This is an optimization exercise on Yosys and OpenROAD, whose aim is a short achievable clock period and few clock cycles, not a production implementation. Only simulation tests tie the RTL to the original design; equivalence was not proved. Power is estimated from default activity; no workload was simulated.

==> flow/design.v (outline; a module is shown in full before it is edited, if it fits) <==
// module mini_alu_core: 749 lines
module mini_alu_core #(
    parameter int DATA_W  = 16,
    parameter int ADDR_W  = 8,
    parameter int DEPTH   = 254,
    parameter int IP_W    = 16,
    parameter int LED_W   = 8,
    localparam int INSTR_W = 4 + 3 * ADDR_W
) (
    input  logic               Clock,
    input  logic               Reset,
    input  logic               iRun,
    output logic [IP_W-1:0]    oIP,
    input  logic [INSTR_W-1:0] iInstruction,
    output logic [LED_W-1:0]   oLed,
    output logic               oBusy
);
  // ...
==> flow/flow/run.sh <==
#!/bin/bash
set -euo pipefail
bash standard.sh SETUP_SLACK_MARGIN=6.5 finish > standard_flow.log 2>&1
==> flow/standard.sh <==
#!/bin/bash
# synth_recipe.tcl (not shown) runs the flow's synth.tcl, then flattens the netlist and writes it again
# the make line also repeats each setting of config.mk as NAME=value (left out here)
make -C /OpenROAD-flow-scripts/flow DESIGN_CONFIG=/design/flow/config.mk WORK_HOME=/design/flow/orfs CLKGATE_MAP_FILE= SYNTH_SCRIPT=/design/flow/synth_recipe.tcl "${@:-finish}"
==> flow/config.mk <==
export PLATFORM = sky130hd
export DESIGN_NAME = mini_alu_core
export DESIGN_NICKNAME = mini_alu_core
export VERILOG_FILES = /design/flow/design.v
export SDC_FILE = /design/flow/constraint.sdc
export NUM_CORES = 4
export LEC_CHECK = 0
export CAP_MARGIN = 30
export CORE_MARGIN = 2
export CORE_UTILIZATION = 65
export CTS_CLUSTER_DIAMETER = 60
export CTS_CLUSTER_SIZE = 20
export SLEW_MARGIN = 40
export TNS_END_PERCENT = 100
==> flow/constraint.sdc <==
create_clock -name core_clock -period 10.0 [get_ports {Clock}]
set_input_delay 2.0000 -clock core_clock [delete_from_list [all_inputs] [get_ports {Clock}]]
set_output_delay 2.0000 -clock core_clock [all_outputs]
set_load 0.01 [all_outputs]
==> flow_metrics.env, run 1 <==
export IMPL_yosys_area_share_simple_pct=2.74
export IMPL_max_freq_mhz=254
export IMPL_drtIter0Drc=26282
export IMPL_ys_ff_latch=4346
export IMPL_crit_path_max_fanout=49
export IMPL_cpPeakStageDelay_ns=0.59
export IMPL_pre_cts_ws_ns=4.75
export IMPL_cts_setup_buffers=230
export IMPL_largestRegisters="regs_q (4064), mul_q (78), ir_q (28)"
export IMPL_wl_per_cell_um=46.2
export IMPL_drt_antenna_violating_nets=0
export IMPL_ctsResizeCount=763
export IMPL_ys_flop_type="edfxtp_1"
export IMPL_clkPwrFrac_pct=28.3
export IMPL_rrSetupSlack_ns=6.06
export IMPL_critPathLaunch="ir_q[0]$_DFFE_PP_"
export IMPL_fin_cells=16483
export IMPL_status="timing/DRC/antenna clean"
export IMPL_syn_inst=11326
export IMPL_core_area_mm2=0.324
export IMPL_postCtsHoldBufs=0
export IMPL_crit_required_ns=10.73
export IMPL_maxSlewViolCount=0
export IMPL_synth_mux_area_share_pct=26.8
export IMPL_die_h_um=574
export IMPL_grt_pass1_vias=129147
export IMPL_total_power_mw=49.9
export IMPL_n_antenna_cell=46
export IMPL_dr_pass1_iters=11
export IMPL_seq_cells=4346
Testbench counts, summed over its fixed seeds: cycles 27,199.
==> run 2: changes to the inputs <==
--- a/flow/design.v
+++ b/flow/design.v
@@ -30,16 +30,17 @@
     function automatic logic readsS0(input logic [3:0] op);
         readsS0 = (op == OP_ADD) || (op == OP_SUB) || (op == OP_SMUL) || (op == OP_BLE);
     endfunction
     logic [IP_W-1:0]       pc_q;
     logic                  irV_q;
     logic [INSTR_W-1:0]    ir_q;
     logic [IP_W-1:0]       irPcp1_q;
     logic                  irPred_q;
+    logic [DATA_W-1:0]     irImm_q;
     logic                  kill_q;       
     logic                  eWen_q, eSub_q, eLed_q, eBle_q, eMul_q, ePred_q;
     logic                  eLedPL_q, eLedPH_q, eLedRL_q, eLedRH_q;
     logic [ADDR_W-1:0]     eDst_q;
     logic [IP_W-1:0]       eRedir_q;
     logic [DATA_W-1:0]     eOpA_q, eOpB_q;
     logic                  eFwdA_q, eFwdB_q;
     logic                  wWen_q, wMul_q;
@@ -247,41 +248,33 @@
     wire [15:0] tb_q3_2 = rS0[5] ? (rS0[4] ? tb_q3_23 : tb_q3_22) : (rS0[4] ? tb_q3_21 : tb_q3_20);
     wire [15:0] tb_q3_30 = rS0[1] ? (rS0[0] ? regs_q[207] : regs_q[206]) : (rS0[0] ? regs_q[205] : regs_q[204]);
     wire [15:0] tb_q3_31 = rS0[1] ? (rS0[0] ? regs_q[223] : regs_q[222]) : (rS0[0] ? regs_q[221] : regs_q[220]);
     wire [15:0] tb_q3_32 = rS0[1] ? (rS0[0] ? regs_q[239] : regs_q[238]) : (rS0[0] ? regs_q[237] : regs_q[236]);
     wire [15:0] tb_q3_33 = rS0[1] ? (rS0[0] ? 16'h0000 : 16'h0000) : (rS0[0] ? regs_q[253] : regs_q[252]);
     wire [15:0] tb_q3_3 = rS0[5] ? (rS0[4] ? tb_q3_33 : tb_q3_32) : (rS0[4] ? tb_q3_31 : tb_q3_30);
     wire [15:0] tb_q3_ = rS0[3] ? (rS0[2] ? tb_q3_3 : tb_q3_2) : (rS0[2] ? tb_q3_1 : tb_q3_0);
     assign treeB = rS0[7] ? (rS0[6] ? tb_q3_ : tb_q2_) : (rS0[6] ? tb_q1_ : tb_q0_);
-    assign fwdWA = wWen_q && (wDst_q == rS1);
-    assign fwdWB = wWen_q && (wDst_q == rS0);
-    assign useTreeA = !rSto && !fwdWA && (rS1 < ADDR_W'(DEPTH));
-    assign useTreeB = rRdB && !fwdWB && (rS0 < ADDR_W'(DEPTH));
-    assign altA = rSto ? ir_q[15:0] :
-                  fwdWA ? wRes_q :
-                  (rS1 == ADDR_RL) ? rl_q :
-                  (rS1 == ADDR_RH) ? rh_q : '0;
-    assign altB = !rRdB ? '0 :
-                  fwdWB ? wRes_q :
-                  (rS0 == ADDR_RL) ? rl_q :
-                  (rS0 == ADDR_RH) ? rh_q : '0;
+    assign fwdWA = rRdA && wWen_q && (wDst_q == rS1);
+    assign fwdWB = rRdB && wWen_q && (wDst_q == rS0);
+    assign useTreeA = !fwdWA;
+    assign useTreeB = !fwdWB;
+    assign altA = ({DATA_W{rSto}} & irImm_q) | ({DATA_W{fwdWA}} & wRes_q) |
+                  ({DATA_W{rRdA && (rS1 == ADDR_RL)}} & rl_q) | ({DATA_W{rRdA && (rS1 == ADDR_RH)}} & rh_q);
+    assign altB = ({DATA_W{fwdWB}} & wRes_q) |
+                  ({DATA_W{rRdB && (rS0 == ADDR_RL)}} & rl_q) | ({DATA_W{rRdB && (rS0 == ADDR_RH)}} & rh_q);
     assign rdA = ({DATA_W{useTreeA}} & treeA) | altA;
     assign rdB = ({DATA_W{useTreeB}} & treeB) | altB;
     logic [DATA_W-1:0]     ma, mb, eRes;
     logic                  eLe, eMiss;
     logic [MUL_BITS-1:0]   mul_d;
     assign ma    = eFwdA_q ? wRes_q : eOpA_q;
     assign mb    = eFwdB_q ? wRes_q : eOpB_q;
     assign eRes  = eSub_q ? (ma - mb) : (ma + mb);
-    logic                  leRR, leWR, leRW;
-    assign leRR  = $signed(eOpA_q) <= $signed(eOpB_q);
-    assign leWR  = $signed(wRes_q) <= $signed(eOpB_q);
-    assign leRW  = $signed(eOpA_q) <= $signed(wRes_q);
-    assign eLe   = eFwdA_q ? (eFwdB_q || leWR) : (eFwdB_q ? leRW : leRR);
+    assign eLe   = $signed(ma) <= $signed(mb);
     assign eMiss = eBle_q && !kill_q && (eLe != ePred_q);
     logic [2*DATA_W-1:0]   mul_prod;
     wire bo0 = eOpB_q[0] ^ 1'b0;
     wire bt0 = (eOpB_q[1] & ~eOpB_q[0] & ~1'b0) | (~eOpB_q[1] & eOpB_q[0] & 1'b0);
     wire bn0 = eOpB_q[1];
     wire pp0_0 = ((bo0 & eOpA_q[0]) | (bt0 & 1'b0)) ^ bn0;
     wire pp0_1 = ((bo0 & eOpA_q[1]) | (bt0 & eOpA_q[0])) ^ bn0;
     wire pp0_2 = ((bo0 & eOpA_q[2]) | (bt0 & eOpA_q[1])) ^ bn0;
@@ -714,17 +707,20 @@
                 end
             end
             if (wMul_q) {rh_q, rl_q} <= mul_prod;
         end
     end
     always_ff @(posedge Clock) begin
         if (iRun) begin
             if (!rStall) begin
-                ir_q     <= iInstruction;
+                ir_q     <= {iInstruction[27:16],
+                             readsS1(fOp) ? iInstruction[15:8] : 8'hFF,
+                             readsS0(fOp) ? iInstruction[7:0]  : 8'hFF};
+                irImm_q  <= iInstruction[15:0];
                 irPcp1_q <= pcp1;
                 irPred_q <= fPred;
             end
             eSub_q   <= rOp == OP_SUB;
             ePred_q  <= irPred_q;
             eDst_q   <= rDst;
             eRedir_q <= irPred_q ? irPcp1_q : IP_W'(rDst);
             eOpA_q   <= rdA;
==> flow/config.mk (replaced) <==
export PLATFORM = sky130hd
export DESIGN_NAME = mini_alu_core
export DESIGN_NICKNAME = mini_alu_core
export VERILOG_FILES = /design/flow/design.v
export SDC_FILE = /design/flow/constraint.sdc
export NUM_CORES = 4
export LEC_CHECK = 0
export CAP_MARGIN = 30
export CORE_MARGIN = 2
export CORE_UTILIZATION = 55
export CTS_CLUSTER_DIAMETER = 60
export CTS_CLUSTER_SIZE = 20
export SLEW_MARGIN = 40
export TNS_END_PERCENT = 100
==> run 2 against run 1 <==
  * First-iteration DRC count fell by 6.9%
  * Fmax fell by 5.0%
  * Critical path depth rose by 1
  * Largest cell class unchanged
  * Design area rose by 3.1%
  * Worst setup slack got worse by 0.21 ns
  * Sequential share of layout area fell by 1.4 points
  * Non-clock buffer count rose by 135
  * Clock skew rose by 0.018 ns
  * Routed wire length rose by 7.0%
  * Clock-buffer cell count rose by 50
  * Still clean on timing, DRC and antenna
==> flow_metrics.env, run 2 <==
export IMPL_synth_top_area_share_pct=60.9
export IMPL_path_buf_inv=4
export IMPL_cts_buffer_depth=4
export IMPL_fill_cells=25594
export IMPL_drt_total_wl_um=815000
export IMPL_grt_use_total_pct=40.9
export IMPL_clkPwrFrac_pct=32.2
export IMPL_max_freq_mhz=241
export IMPL_intPower_mw=34.1
export IMPL_drc_errors=0
export IMPL_cp_data_arrival_time_ns=4.90
export IMPL_slowest_stage="or4_4"
export IMPL_antenna_found_initial=55
export IMPL_power_frac_seq_pct=46.1
export IMPL_cts_sinks=4362
export IMPL_start_kind="flop"
export IMPL_drt_antenna_violating_nets=0
export IMPL_slew_headroom_pct=22.9
export IMPL_regMostFlops="regs_q"
export IMPL_irDropWorstVdd_v=0.000293
export IMPL_final_common_cell="edfxtp_1"
export IMPL_synthDistinctLibCells=92
export IMPL_vias=134392
export IMPL_ys_ff_latch=4362
export IMPL_synth_nets=11508
export IMPL_io_buffers=55
export IMPL_power_density_mw_per_mm2=198
export IMPL_cts_tree="built"
export IMPL_dieArea_mm2=0.390
export IMPL_yosysWarnings=1
export IMPL_grt_max_degree=193
export IMPL_die_h_um=625
export IMPL_synth_most_common_cell="edfxtp_1"
export IMPL_largestRegisters="regs_q (4064), mul_q (78), ir_q (28)"
export IMPL_ys_flop_type="edfxtp_1"
export IMPL_post_route_period_util_pct=41.4
export IMPL_syn_to_final_growth_pct=18.2
export IMPL_dieWidth_um=625
export IMPL_numCtsBuffers=376
export IMPL_hpwlAfterDp_um=468000
export IMPL_routabilityCongestion=0.954
export IMPL_fin_util_pct=65.4
export IMPL_crit_path_max_fanout=21
export IMPL_final_cell_mix="edfxtp_1 (4,297), mux4_2 (2,358), buf_4 (605)"
export IMPL_maxSlewViolCount=0
export IMPL_layout_nets=12238
export IMPL_cap_viol_max_count=0
export IMPL_finalSetupViolCount=0
export IMPL_status="timing/DRC/antenna clean"
export IMPL_swShare_pct=31.1
export IMPL_drtIter0Drc=24478
export IMPL_synthTopCellsByCount="edfxtp_1 (4,297), mux4_2 (2,358), nor2_1 (574)"
export IMPL_grt_overflow=0
export IMPL_avgSynthCellArea_um2=18.7
export IMPL_yosysTopAreaCell="edfxtp_1"
export IMPL_vias_per_cell=7.72
export IMPL_grt_pass1_vias=127693
export IMPL_syn_inst=11305
export IMPL_ios=56
export IMPL_drive_above_1_share_pct=41.1
export IMPL_grt_first_pass_wirelength_um=1080000
export IMPL_tns_ns=0
export IMPL_clk_latency_ns=1.05
export IMPL_min_period_ns=4.14
export IMPL_clk_pin_slew_ns=0.08
export IMPL_leakagePower_nw=83.0
export IMPL_switchingPower_mw=15.4
export IMPL_cpPeakStageDelay_ns=0.68
export IMPL_worstMarginPinSlew_ns=1.15
export IMPL_start_util_pct=55.3
export IMPL_synth_area_leaders="edfxtp_1 (61%), mux4_2 (25%), mux2i_1 (1.3%)"
export IMPL_cts_root_buf="clkbuf_16"
export IMPL_cpLargestDelayFamily="buffers and inverters"
export IMPL_synth_edf_count=4297
export IMPL_crit_required_ns=10.76
export IMPL_rows=227
export IMPL_async_flop_share_pct=1.49
export IMPL_crit_path_end_kind="flop"
export IMPL_synth_seq_area_share_pct=61.7
export IMPL_dr_pass1_iters=9
export IMPL_largest_reg_flops=4064
export IMPL_path_class="flop to flop"
export IMPL_rsz0062_at_grt="true"
export IMPL_pwr_share_comb_pct=21.8
export IMPL_core_area_mm2=0.383
export IMPL_htree_levels=5
export IMPL_hold_viol_final=0
export IMPL_crit_chain="buf_12 -> inv_16 -> buf_16 -> mux4_2 -> o22ai_4 -> nor3_4 -> buf_4 -> or4_4 -> mux2i_2 -> a41oi_2 -> a211o_1"
export IMPL_syn_area_mm2=0.212
export IMPL_hp_class="flop to flop"
export IMPL_skew_ns=0.0744
export IMPL_wl_per_cell_um=46.8
run 2: changes by cell type in the layout (fill, tap and decap cells not counted), sizes merged, moves of 34 or more:
| cell | change |
|---|---|
| mux2i | -333 |
| mux4 | +150 |
| buf | +131 |
| o21ai | -98 |
| nor2 | +84 |
| inv | +83 |
| clkbuf | +73 |
| o221ai | -70 |
| nand3 | +67 |
| a211oi | -57 |
| maj3 | +39 |
| a22oi | +34 |
| ha | -34 |
run 2: power groups by stage:
stage	clock network, mW	registers, mW	logic [mW]
after floorplan	0	24.5	3.97
after global placement	0	23.2	8.31
after detailed placement	0	23.2	8.63
after CTS	16.0	22.8	9.89
after global routing	16.6	22.8	11.2
final	15.9	22.8	10.8
run 2: cell type report:
cell class              count  area (µm²)  share of cell area, %
well taps                5038        6300                   2.52
repair inverters            2        17.5                0.00700
repair buffers           1277       19200                   7.65
flip-flops and latches   4362      131000                   52.2
multi-input cells        5866       80200                   32.0
inverters                 150         704                  0.281
clock buffers             402        9660                   3.86
clock inverters           293        3570                   1.42
diodes                     21        52.6                 0.0210
run 2: timing repair:
| item | CTS | global route |
|---|---|---|
| hold buffers | 0 | 0 |
| resized for setup | 945 | 302 |
| setup endpoints to repair | 227 | 220 |
| setup buffers | 211 | 211 |
| pin swaps | 58 | 112 |
| cloned | 147 | 51 |
run 2: path summary, 6_finish.rpt:
path | end | depth (start not counted) | slack, ns | start
worst min register to register | eDst_q[0]$_DFFE_PP_ | 0 | 0.46 | ir_q[16]$_DFFE_PP_
max in group asynchronous | led_q[7]$_DFFE_PP0P_ | 3 | 7.73 | Reset
min in group asynchronous | pc_q[14]$_DFFE_PP0P_ | 2 | 1.36 | Reset
worst max-delay path | eOpA_q[11]$_DFFE_PP_ | 11 | 5.86 | ir_q[13]$_SDFFCE_PN1P_
worst max register to register | eOpA_q[11]$_DFFE_PP_ | 11 | 5.86 | ir_q[13]$_SDFFCE_PN1P_
worst min-delay path | eDst_q[0]$_DFFE_PP_ | 0 | 0.46 | ir_q[16]$_DFFE_PP_
run 2: metal layers:
layer  share of wire, %  track usage [%]  routed length, µm
met5              0.054                0                444
met4                6.6             21.8              53800
met3                 14             13.7             117000
met2                 44             59.2             360000
met1                 35             55.6             284000
run 2: through the flow:
stage                     instance area [µm²]  setup slack [ns]  hold WS [ns]  total power, mW  cells
after global routing                   250000              5.89         0.486             50.6  17396
after CTS                              245000              6.11         0.472             48.6  17112
after global placement                 220000              3.61         0.456             31.5  15960
final                                  250000              5.86         0.464             49.5  17411
after floorplan                        212000              3.51         0.422             28.5  11305
after detailed placement               222000              4.48         0.457             31.9  16059
run 2: cells by family (layout without fill, tap and decap cells):
group	Yosys count	count (layout)	share of synthesized area, %
muxes	2701	2701	26.7
DFF	4362	4362	61.7
other	0	21	0
buffers and inverters	1079	2124	2.42
adders and majority gates	225	225	1.57
AOI/OAI and AO/OA	1245	1245	3.81
xor gates and xnor gates	114	114	0.471
and+or+nand+nor	1579	1581	3.29
Testbench counts of run 2, summed over its fixed seeds: cycles 27,199.

-- separate check: timing with driven ports --
The results above use ideal ports. As a check the final layouts listed here were re-extracted and re-timed, cells and wires unchanged.
Step 1 sets driving cells, clkbuf_16 on the clock port and buf_2 on the other inputs (assumed; they add their load-dependent delay and slew).
Step 2, shift: input delay + t, output delay - t, t = (earliest + latest rising clock arrival at the registers) / 2. This alone moves slack from input paths to output paths.
Three values: ideal ports, drivers, drivers and shift; two values: the first two.
run | t (ns) | slack for setup (ns) | clock arrival spread, ns | pins driven straight from the clock port
run 1 | 1.095 | 6.062 / 6.062 / 5.692 | 0.069 / 0.068 | 1
run 2 | 1.127 | 5.857 / 5.857 / 5.375 | 0.080 / 0.080 | 1
After both steps setup and hold are still met in every run listed. For run 2, which loses most, drivers alone change the setup slack by 0.000 ns; drivers and shift together by -0.482 ns.
